This is an optimization exercise on Yosys and OpenROAD, whose aim is small area, a short achievable clock period and few clock cycles per item, not a production implementation. In this exercise RTL edits were held to simulation tests only and were not proved equivalent to the original. Power and IR drop assume default switching activity.

job 6755:
// pcm_voice_engine
module pcm_voice_engine #(
    parameter int CHANNELS = 8,
    parameter int ADDR_W   = 24,
    parameter int PITCH_W  = 24
) (
    input  logic              CLK,
    input  logic              NRES,
    input  logic              wr_en,
    input  logic [9:0]        wr_addr,
    input  logic [7:0]        wr_data,
    input  logic              frame_start,
    output logic              rom_req,
    output logic [ADDR_W-1:0] rom_addr,
    input  logic              rom_ack,
    input  logic [7:0]        rom_data,
    output logic              smp_valid,
    output logic [2:0]        smp_ch,
    output logic [15:0]       smp_data,
    output logic              frame_done,
    output logic              frame_ovr
);
Size in the first run: roughly 4,800 cells after synthesis, roughly 1,700 flip-flops, roughly 78 I/O pins, about 69,000 um^2 of cells after synthesis.
clock: 6.5 ns
lec_check: 0
cap_margin: 20
core_margin: 2
core_utilization: 55
cts_buf_list: sky130_fd_sc_hd__clkbuf_8
cts_cluster_size: 20
setup_slack_margin: 3.0
slew_margin: 20
run.sh (not shown) runs the stock make flow with config.mk's settings and CLKGATE_MAP_FILE= SYNTH_SCRIPT=/design/flow/synth_recipe.tcl, a recipe that flattens the netlist after the stock synthesis.
Testbench counts of job 6755, summed over its fixed seeds: cycles 18,735, frames 1,536.
Setup changes, job 6755 to job 7718
- SETUP_SLACK_MARGIN: 3.0 -> 3.5
- CTS_BUF_LIST: sky130_fd_sc_hd__clkbuf_8 -> unset
- CORE_UTILIZATION: 55 -> 60
- CTS_CLUSTER_SIZE: 20 -> unset
Comparing job 7718 and job 6755, the higher combined global-route utilization of all metal layers is on job 7718. Job 7718 has area of the core below what job 6755 had. Across both runs, fraction of final layout cells sized beyond drive strength 1 was higher for job 7718 than for job 6755. Job 7718 vs job 6755, total wire length after detailed routing went up by about 18%. In the tables for job 7718 and job 6755, largest fanout on the critical path reads higher with job 7718. Clock buffer count in the final layout (job 7718 / job 6755): 0.71. Relative to job 6755, transition time at the pin with the least slew margin increased by 0.14 ns in job 7718. Die area | job 7718 < job 6755. Relative to job 6755, via count of the first global-routing pass has increased by about 3% in job 7718. Level count of the clock H-tree, job 7718 and job 6755, lower one = job 7718.
[inputs] job 6268 vs job 7718
- changing CORE_UTILIZATION from 60 to 50
- changing SETUP_SLACK_MARGIN from 3.5 to 3.2
## What came out
- Job 6268 ends up with higher clock buffer instance count of the final layout than job 7718 does.
- Changes observed in job 6268 relative to job 7718: share of the final layout cell area in multi-input gates grew by 0.17 points; effective utilization at floorplan shrank by 10 points; synthesized cell count held steady; number of buffers outside the clock class in the layout shrank by 35%; global router's overall resource usage shrank by 6.8 points.
- Comparing job 6268 and job 7718, the lower wire length reported by the detailed router was measured on job 6268.
- Comparing the two runs side by side, job 6268 comes out ahead of job 7718 on worst setup margin.
- Going from job 7718 to job 6268, number of placed cells counting well taps grew by a few percent.
- Job 6268 — vertical die dimension 32 um higher, job 7718 as reference
Relative to job 6268, the following input files were edited for job 5704:
- swapping 3.2 for 2.7 in SETUP_SLACK_MARGIN
- swapping 50 for 55 in CORE_UTILIZATION
==> comparison <==
Taking job 5704 as 1.0, job 6268 lands at 1.10 on power density normalized to cell area.
NOTE: clock-buffer cell count in job 5704 exceeds that of job 6268
Layout overhead on the synthesized area: job 6268 and job 5704 compared, higher one is job 6268
Changes observed in job 5704 relative to job 6268: final worst setup slack went down 0.21 ns, number of placed cells counting well taps went down about 2%.
The following lists how job 2090 was set up differently from job 5704:
- CORE_UTILIZATION now 60, was 55
- SETUP_SLACK_MARGIN now 3.0, was 2.7
### Flow results
Comparing job 5704 and job 2090, the lower sequential share of power is on job 2090.
Number of global-route vias before repair up about 1.9% in job 2090 wrt job 5704
The met2 wirelength from detailed routing reported for job 2090 is greater than that of job 5704 by 4000 um.
Here is what was changed in the inputs of job 8450 compared with job 2090.
- a change of CORE_UTILIZATION from 60 to 55
- an added PLACE_DENSITY of 0.7
Findings:
Per the comparison of job 8450 with job 2090, non-clock buffer count fell about 10%; die footprint increased by 9.0% relative to the old numbers. The total combinational power of job 8450 is lower than that of job 2090. In terms of post-synthesis adder-cell area fraction, job 2090 and job 8450 differ only marginally.

## port drivers added, routing unchanged
The flow's constraints put no driver on any port. The routed layouts listed below were extracted and timed again, unchanged, in two steps.
Step 1 sets driving cells, clkbuf_16 on the clock port and buf_2 on the other inputs (assumed; they add their load-dependent delay and slew).
Step 2 also shifts input and output timing later by t, the mid clock arrival at the registers, as if the neighbouring blocks saw the same clock.
Three values: ideal, step 1, step 2; two values: the first two.
run	shift t [ns]	slack for setup (ns)	worst hold slack (ns)	clock arrival spread, ns	worst register clock-pin slew, ns
job 6755	1.038	2.813 / 2.813 / 1.835	0.337 / 0.296 / 0.398	0.075 / 0.075	0.07 / 0.07
job 7718	0.881	2.761 / 2.761 / 1.880	0.403 / 0.403 / 0.403	0.051 / 0.052	0.08 / 0.08
job 6268	0.862	2.885 / 2.885 / 2.050	0.407 / 0.407 / 0.407	0.027 / 0.028	0.07 / 0.07
job 5704	0.865	2.670 / 2.727 / 1.862	0.405 / 0.405 / 0.405	0.042 / 0.042	0.07 / 0.07
job 2090	0.869	2.815 / 2.815 / 2.040	0.408 / 0.408 / 0.408	0.039 / 0.039	0.07 / 0.07
job 8450	0.879	2.812 / 2.812 / 2.081	0.409 / 0.392 / 0.409	0.049 / 0.049	0.07 / 0.07
After both steps setup and hold are still met in every run listed. For job 6755, which loses most, drivers alone change the setup slack by 0.000 ns; drivers and shift together by -0.978 ns.
